What follows belongs to an exercise in optimizing a design on an open flow for small area, a short achievable clock period and few clock cycles per item; a production flow would make more cautious choices. The RTL was checked by simulation tests, not by an equivalence proof against the original design.

===== design/flow/config.mk =====
export PLATFORM = sky130hd
export DESIGN_NAME = intra4x4_pred_engine
export DESIGN_NICKNAME = intra4x4_pred_engine
export VERILOG_FILES = /design/flow/design.v
export SDC_FILE = /design/flow/constraint.sdc
export NUM_CORES = 4
export LEC_CHECK = 0
export CAP_MARGIN = 20
export CORE_MARGIN = 2
export CORE_UTILIZATION = 40
export SLEW_MARGIN = 20

===== design/flow/constraint.sdc =====
create_clock -name core_clock -period 20.0 [get_ports {clk}]
set_input_delay 4.0000 -clock core_clock [delete_from_list [all_inputs] [get_ports {clk}]]
set_output_delay 4.0000 -clock core_clock [all_outputs]
set_load 0.01 [all_outputs]

===== design/flow/design.v =====
module intra4x4_pred_engine #(
    parameter int PIX_W    = 8,
    parameter int BLK_COLS = 64,
    parameter int BLK_ROWS = 64,
    parameter int ADDR_W   = 14
) (
    input  logic                     clk,
    input  logic                     rst_n,
    input  logic                     start,
    input  logic [1:0]               mode_cfg,
    output logic                     fetch_req,
    output logic [ADDR_W-1:0]        fetch_addr,
    input  logic                     fetch_valid,
    input  logic [4*PIX_W-1:0]       fetch_data,
    output logic                     res_valid,
    input  logic                     res_ready,
    output logic [16*(PIX_W+1)-1:0]  res_data,
    output logic [1:0]               res_mode,
    output logic [PIX_W+3:0]         res_sad,
    output logic                     busy,
    output logic                     frame_done
);
    localparam int RES_W = PIX_W + 1;
    localparam int SAD_W = PIX_W + 4;
    localparam int COL_W = (BLK_COLS > 1) ? $clog2(BLK_COLS) : 1;
    localparam int ROW_W = (BLK_ROWS > 1) ? $clog2(BLK_ROWS) : 1;
    typedef enum logic [2:0] {
        S_IDLE  = 3'd0,
        S_FETCH = 3'd1,
        S_CALC  = 3'd2,
        S_OUT   = 3'd3
    } state_t;
    state_t             state, state_d;
    logic [ROW_W-1:0]   blk_row;
    logic [COL_W-1:0]   blk_col;
    logic [1:0]         beat;
    logic [1:0]         mode_q;
    logic [PIX_W-1:0]   cur_pix    [16];
    logic [PIX_W-1:0]   top_cache  [BLK_COLS][4];
    logic [PIX_W-1:0]   left_cache [4];
    logic [PIX_W-1:0]   top_row    [4];
    logic               last_blk, hs, beat_done;
    logic               top_av, left_av;
    logic [SAD_W-1:0]   sum_t, sum_l, dc_tmp;
    logic [PIX_W-1:0]   dc_pred;
    logic [RES_W-1:0]   res_dc [16];
    logic [RES_W-1:0]   res_h  [16];
    logic [RES_W-1:0]   res_v  [16];
    logic [SAD_W-1:0]   sad_dc, sad_h, sad_v, sad_sel;
    logic [1:0]         sel;
    logic [16*RES_W-1:0] res_sel;
    function automatic logic [PIX_W-1:0] abs_res(input logic [RES_W-1:0] v);
        logic [RES_W-1:0] m;
        m = v[RES_W-1] ? ('0 - v) : v;
        abs_res = m[PIX_W-1:0];
    endfunction
    assign last_blk  = (blk_row == ROW_W'(BLK_ROWS - 1)) && (blk_col == COL_W'(BLK_COLS - 1));
    assign hs        = (state == S_OUT) && res_ready;
    assign beat_done = (state == S_FETCH) && fetch_valid;
    assign fetch_req  = (state == S_FETCH);
    assign fetch_addr = (state == S_FETCH)
                      ? ADDR_W'({blk_row, beat}) * ADDR_W'(BLK_COLS) + ADDR_W'(blk_col)
                      : '0;
    assign res_valid  = (state == S_OUT);
    assign busy       = (state != S_IDLE);
    always_comb begin
        state_d = state;
        case (state)
            S_IDLE:  if (start) state_d = S_FETCH;
            S_FETCH: if (fetch_valid && beat == 2'd3) state_d = S_CALC;
            S_CALC:  state_d = S_OUT;
            S_OUT:   if (res_ready) state_d = last_blk ? S_IDLE : S_FETCH;
            default: state_d = S_IDLE;
        endcase
    end
    always_ff @(posedge clk or negedge rst_n) begin
        if (!rst_n) begin
            state      <= S_IDLE;
            blk_row    <= '0;
            blk_col    <= '0;
            beat       <= '0;
            mode_q     <= '0;
            res_data   <= '0;
            res_mode   <= '0;
            res_sad    <= '0;
            frame_done <= 1'b0;
        end else begin
            state      <= state_d;
            frame_done <= hs && last_blk;
            if (state == S_IDLE && start) begin
                blk_row <= '0;
                blk_col <= '0;
                beat    <= '0;
                mode_q  <= mode_cfg;
            end
            if (beat_done) beat <= beat + 2'd1;
            if (state == S_CALC) begin
                res_data <= res_sel;
                res_mode <= sel;
                res_sad  <= sad_sel;
            end
            if (hs && !last_blk) begin
                mode_q <= mode_cfg;
                if (blk_col == COL_W'(BLK_COLS - 1)) begin
                    blk_col <= '0;
                    blk_row <= blk_row + ROW_W'(1);
                end else begin
                    blk_col <= blk_col + COL_W'(1);
                end
            end
        end
    end
    always_ff @(posedge clk) begin
        if (beat_done) begin
            for (int c = 0; c < 4; c++)
                cur_pix[{beat, 2'(c)}] <= fetch_data[c*PIX_W +: PIX_W];
        end
        if (hs) begin
            for (int i = 0; i < 4; i++) begin
                top_cache[blk_col][i] <= cur_pix[12 + i];
                left_cache[i]         <= cur_pix[4*i + 3];
            end
        end
    end
    always_comb begin
        top_av = (blk_row != '0);
        left_av = (blk_col != '0);
        sum_t = '0;
        sum_l = '0;
        for (int i = 0; i < 4; i++) begin
            top_row[i] = top_cache[blk_col][i];
            sum_t = sum_t + SAD_W'(top_row[i]);
            sum_l = sum_l + SAD_W'(left_cache[i]);
        end
        if (top_av && left_av)  dc_tmp = (sum_t + sum_l + SAD_W'(4)) >> 3;
        else if (top_av)        dc_tmp = (sum_t + SAD_W'(2)) >> 2;
        else if (left_av)       dc_tmp = (sum_l + SAD_W'(2)) >> 2;
        else                    dc_tmp = SAD_W'(1) << (PIX_W - 1);
        dc_pred = dc_tmp[PIX_W-1:0];
        sad_dc = '0;
        sad_h  = '0;
        sad_v  = '0;
        for (int k = 0; k < 16; k++) begin
            res_dc[k] = {1'b0, cur_pix[k]} - {1'b0, dc_pred};
            res_h[k]  = {1'b0, cur_pix[k]} - {1'b0, left_cache[k/4]};
            res_v[k]  = {1'b0, cur_pix[k]} - {1'b0, top_row[k%4]};
            sad_dc = sad_dc + SAD_W'(abs_res(res_dc[k]));
            sad_h  = sad_h  + SAD_W'(abs_res(res_h[k]));
            sad_v  = sad_v  + SAD_W'(abs_res(res_v[k]));
        end
        sel = 2'b00;
        sad_sel = sad_dc;
        case (mode_q)
            2'b01: if (left_av) sel = 2'b01;
            2'b10: if (top_av)  sel = 2'b10;
            2'b11: begin
                if (top_av && sad_v < sad_sel) begin
                    sel = 2'b10;
                    sad_sel = sad_v;
                end
                if (left_av && sad_h < sad_sel) begin
                    sel = 2'b01;
                    sad_sel = sad_h;
                end
            end
            default: sel = 2'b00;
        endcase
        case (sel)
            2'b01:   sad_sel = sad_h;
            2'b10:   sad_sel = sad_v;
            default: sad_sel = sad_dc;
        endcase
        res_sel = '0;
        for (int k = 0; k < 16; k++) begin
            case (sel)
                2'b01:   res_sel[k*RES_W +: RES_W] = res_h[k];
                2'b10:   res_sel[k*RES_W +: RES_W] = res_v[k];
                default: res_sel[k*RES_W +: RES_W] = res_dc[k];
            endcase
        end
    end
endmodule

===== design/flow/run.sh =====
#!/bin/bash
# synth_recipe.tcl (not shown) runs the flow's synth.tcl, then flattens the netlist and writes it again
# the make line also repeats each setting of config.mk as NAME=value (left out here)
make -C /OpenROAD-flow-scripts/flow DESIGN_CONFIG=/design/flow/config.mk WORK_HOME=/design/flow/orfs CLKGATE_MAP_FILE= SYNTH_SCRIPT=/design/flow/synth_recipe.tcl finish

==> notes.md <==
## cells by family (layout without fill, tap and decap cells)
family / Yosys count / count (layout) / synth area share [%]
flops: 2385 / 2385 / 57.0
mux: 715 / 715 / 11.6
other cells: 0 / 33 / 0
fa+ha+maj: 999 / 999 / 12.4
buf+inv: 928 / 1759 / 2.87
compound gates: 1366 / 1366 / 7.66
simple gates: 1022 / 1022 / 3.89
xor+xnor: 651 / 651 / 4.64
## placed cells by master, fill, tap and decap left out, types with 94 or more instances in the layout
master           netlist  final
edfxtp_1            2208   2208
nand3_1               95     95
clkdlybuf4s50_1        0    213
clkbuf_16              0    272
fa_1                 396    396
xor2_1               241    239
ha_1                 562    559
nor2_1               329    263
a21oi_1              367    365
buf_4                  2    372
mux2_2                94     94
dfrtp_1              177    171
a21o_1               211    211
nand2_1              264    260
xnor2_1              403    403
mux4_2               567    567
o21ai_0              150    146
o21bai_1             114    114
inv_1                641    641
## layer usage
layer | routed length [µm] | vias to the layer above | global-route usage [%] | part of all wire (%)
met5 | 103 | - | 0 | 0.022
met4 | 37500 | 16 | 19.5 | 8.1
met3 | 41100 | 1138 | 5.40 | 8.8
met2 | 211000 | 4447 | 45.1 | 45
met1 | 176000 | 40704 | 37.4 | 38
li1 | - | 32178 | - | -
## worst register-to-register path, delay by kind of cell (launching register included)
family | cells | cell delay (ns)
XOR/XNOR | 2 | 0.49
AND/OR/NAND/NOR | 7 | 1.46
buffers and inverters | 14 | 2.51
AO/OA/AOI/OAI | 25 | 6.82
flip-flops | 1 | 0.67
adder cells (fa/ha/maj) | 17 | 6.79
multiplexers | 2 | 0.59
## area by class of cell
cell class	count	area share, %
Timing Repair Buffer	642	4.21
Inverter	645	1.69
Clock buffer	331	4.95
Tap cell	4120	3.60
Antenna cell	33	0.0576
Sequential cell	2385	49.4
Multi-Input combinational cell	4753	35.3
Clock inverter	141	0.805
## how the worst max path moves through the flow
stage,slack [ns],cells after the start,startpoint,to
final,0.58,67,blk_col[1],res_data[82]
after global routing,0.005,78,blk_col[0],res_data[81]
after CTS,0.49,76,blk_col[0],res_data[20]
after detailed placement,0.59,74,blk_col[0],res_data[31]
after global placement,0.59,74,blk_col[0],res_data[31]
after floorplan,0.22,68,blk_col[0],res_data[81]
## synthesized netlist by cell type (all sizes together) (28+ instances only)
library cell and count:
nand2 265, xor2 241, maj3 41, mux2 94, nor2 331, dfrtp 177
and2 46, edfxtp 2208, buf 99, a21oi 373, o21bai 114, nor2b 50
o221ai 28, nand2b 43, a22oi 94, a221o 50, mux2i 54, a21o 211
ha 562, inv 644, o31ai 56, o211ai 40, nand3 96, o21ai 157
xnor2 408, a221oi 85, nor3 67, nand3b 30, mux4 567, fa 396
clkbuf 184, nand4 29
## flip-flops by register name, indices dropped and copies added, names as in the netlist
name	count
cur_pix	128
blk_row	6
beat	2
mode_q	2
blk_col	6
left_cache	32
top_cache	2048
state	2
res_mode	2
res_data	144
res_sad	12
frame_done	1
## what timing repair did
action                                  CTS  global route
setup buffers                             0             4
endpoints found under the setup margin    0           156
resized for setup                         0            15
==> impl_metrics.csv <==
group,metric,value,unit
timing,setup_viol_count_final,0,
placed_design,post-dp-hpwl,333000,µm
worst_setup_path,critPathMostFrequentCell,"fa_1",
worst_setup_path,r2r_cells,67,
cells_and_area,fillers,26854,
route,post_drt_wl_per_cell,35.7,µm
synthesis,syn-cell-area,124000,µm²
min_path,min_to,"left_cache[2][0]",
cells_and_area,area_growth,15.4,%
synthesis,yosysUniqueCellTypes,92,
floorplan,dieArea,315000,µm²
cells_and_area,design_area,143000,µm²
route,vias,78483,
floorplan,rows,204,
placed_design,io_buffers,214,
floorplan,pin_count,215,
clock_tree,clock_path_buffers,4,
clock_tree,cts.sinks,2385,
timing,slew_violations,0,
grt,track_usage,29.1,%
route,vias_per_cell,6.01,
placed_design,dp_slack,0.588,ns
clock_tree,h-tree-depth,5,
synthesis,ys_seq_elements,2385,
floorplan,core_area,309000,µm²
timing,period_share,97.1,%
synthesis,synthArstFlopShare,7.42,%
clock_tree,cts_buffers,264,
route,drc_errors,0,
timing,fmax,0.0515,GHz
worst_setup_path,crit_buf_inv,14,
worst_setup_path,end_kind,"flop",
timing,holdWs,0.461,ns
synthesis,synthCells,8066,
synthesis,synth_area_leaders,"edfxtp_1, mux4_2, fa_1",
route,first_iter_violations,10347,
timing,setup_ws,0.581,ns
worst_setup_path,crit_arrival,20.22,ns
grt,grt_max_degree,111,
route,first_pass_iters,6,
route,wirelength,465000,µm
clock_tree,clk_pin_slew,0.06,ns
min_path,hold_path_depth,0,
synthesis,synth_seq_area_share,57.0,%
worst_setup_path,startpoint_type,"flop",
worst_setup_path,rrSetupSlack,0.58,ns
grt,grt_pass1_wl,632000,µm
clock_tree,ctsHoldBuffers,0,
cells_and_area,fin_cells,13050,
run,drv_cap,0,
timing,finClkSkew,0.0773,ns
floorplan,initial_utilization,40.2,%
worst_setup_path,crit_fanout,46,
timing,max_slew_margin,18.0,%
synthesis,synth_edf_count,2208,
placed_design,placed_cell_area,135000,µm²
timing,finalSetupTns,0,ns
grt,grt-ovfl-total,0,
timing,worstMarginPinSlew,1.23,ns
cells_and_area,multi_input_comb_area,50600,µm²
route,drtAntennaViolNets,0,
placed_design,post-place-cells,12541,
worst_setup_path,crit_family,"adder cells",
grt,antenna_found_initial,52,
placed_design,gp_congestion,1.04,
floorplan,fp.dieH,561,µm
timing,rsz0062_at_grt,"false",
worst_setup_path,critPathMaxStageDelay,0.85,ns
synthesis,ys.flop_type,"edfxtp_1",
worst_setup_path,crit_slowest_cell,"o221ai_1",
min_path,worstHoldStart,"cur_pix[2][24]",
cells_and_area,final_core_util,46.4,%
floorplan,die_w,561,µm
clock_tree,cts_tree,"done",
grt,first_global_vias,76629,
timing,finalCriticalPeriod,19.42,ns
clock_tree,clkLatencyLatePin,0.90,ns
synthesis,yosysTopAreaCell,"edfxtp_1",
synthesis,netlist.area_leader.share,53.4,%
timing,hold_viol_final,0,
cells_and_area,seq_area,70800,µm²
cells_and_area,nets,9688,
worst_setup_path,r2r-start,"blk_col[1]",
worst_setup_path,critPathKind,"flop to flop",
worst_setup_path,reg2reg_to,"res_data[82]",
min_path,min_path_type,"flop to flop",
synthesis,yosys_warnings,6,
cells_and_area,final_layout_size_suffix_gt1_share,18.6,%
clock_tree,cts-root-buf,"clkbuf_16",
synthesis,syn-num-nets,9063,
worst_setup_path,critical_path_required,20.81,ns
synthesis,avgSynthCellArea,15.4,µm²
run_status,status,"complete, no violations",
Testbench counts, summed over its fixed seeds: cycles 393,232, blocks 65,536.

-- what the ideal ports hide --
The flow's constraints put no driver on any port. The routed layout listed below was extracted and timed again, unchanged, in two steps. Step 1, drivers: a clkbuf_16 drives clk and a buf_2 each remaining input, both assumed. Step 2 adds t to the input delays and takes it off the output delays; t is the mean of the earliest and latest rising clock arrival at the registers after step 1. Input paths then give back, and output paths get back, about the clock's delay inside the block. Slacks: ideal ports / drivers / drivers and shift; pairs: ideal ports / drivers.
t, ns: 0.962
setup slack, ns: 0.581 / 0.581 / 0.581
worst setup path at the end: register to register
pins driven straight from the clock port: 1
After both steps this run still meets setup and hold. For this run, drivers alone change the setup slack by 0.000 ns; drivers and shift together by 0.000 ns.
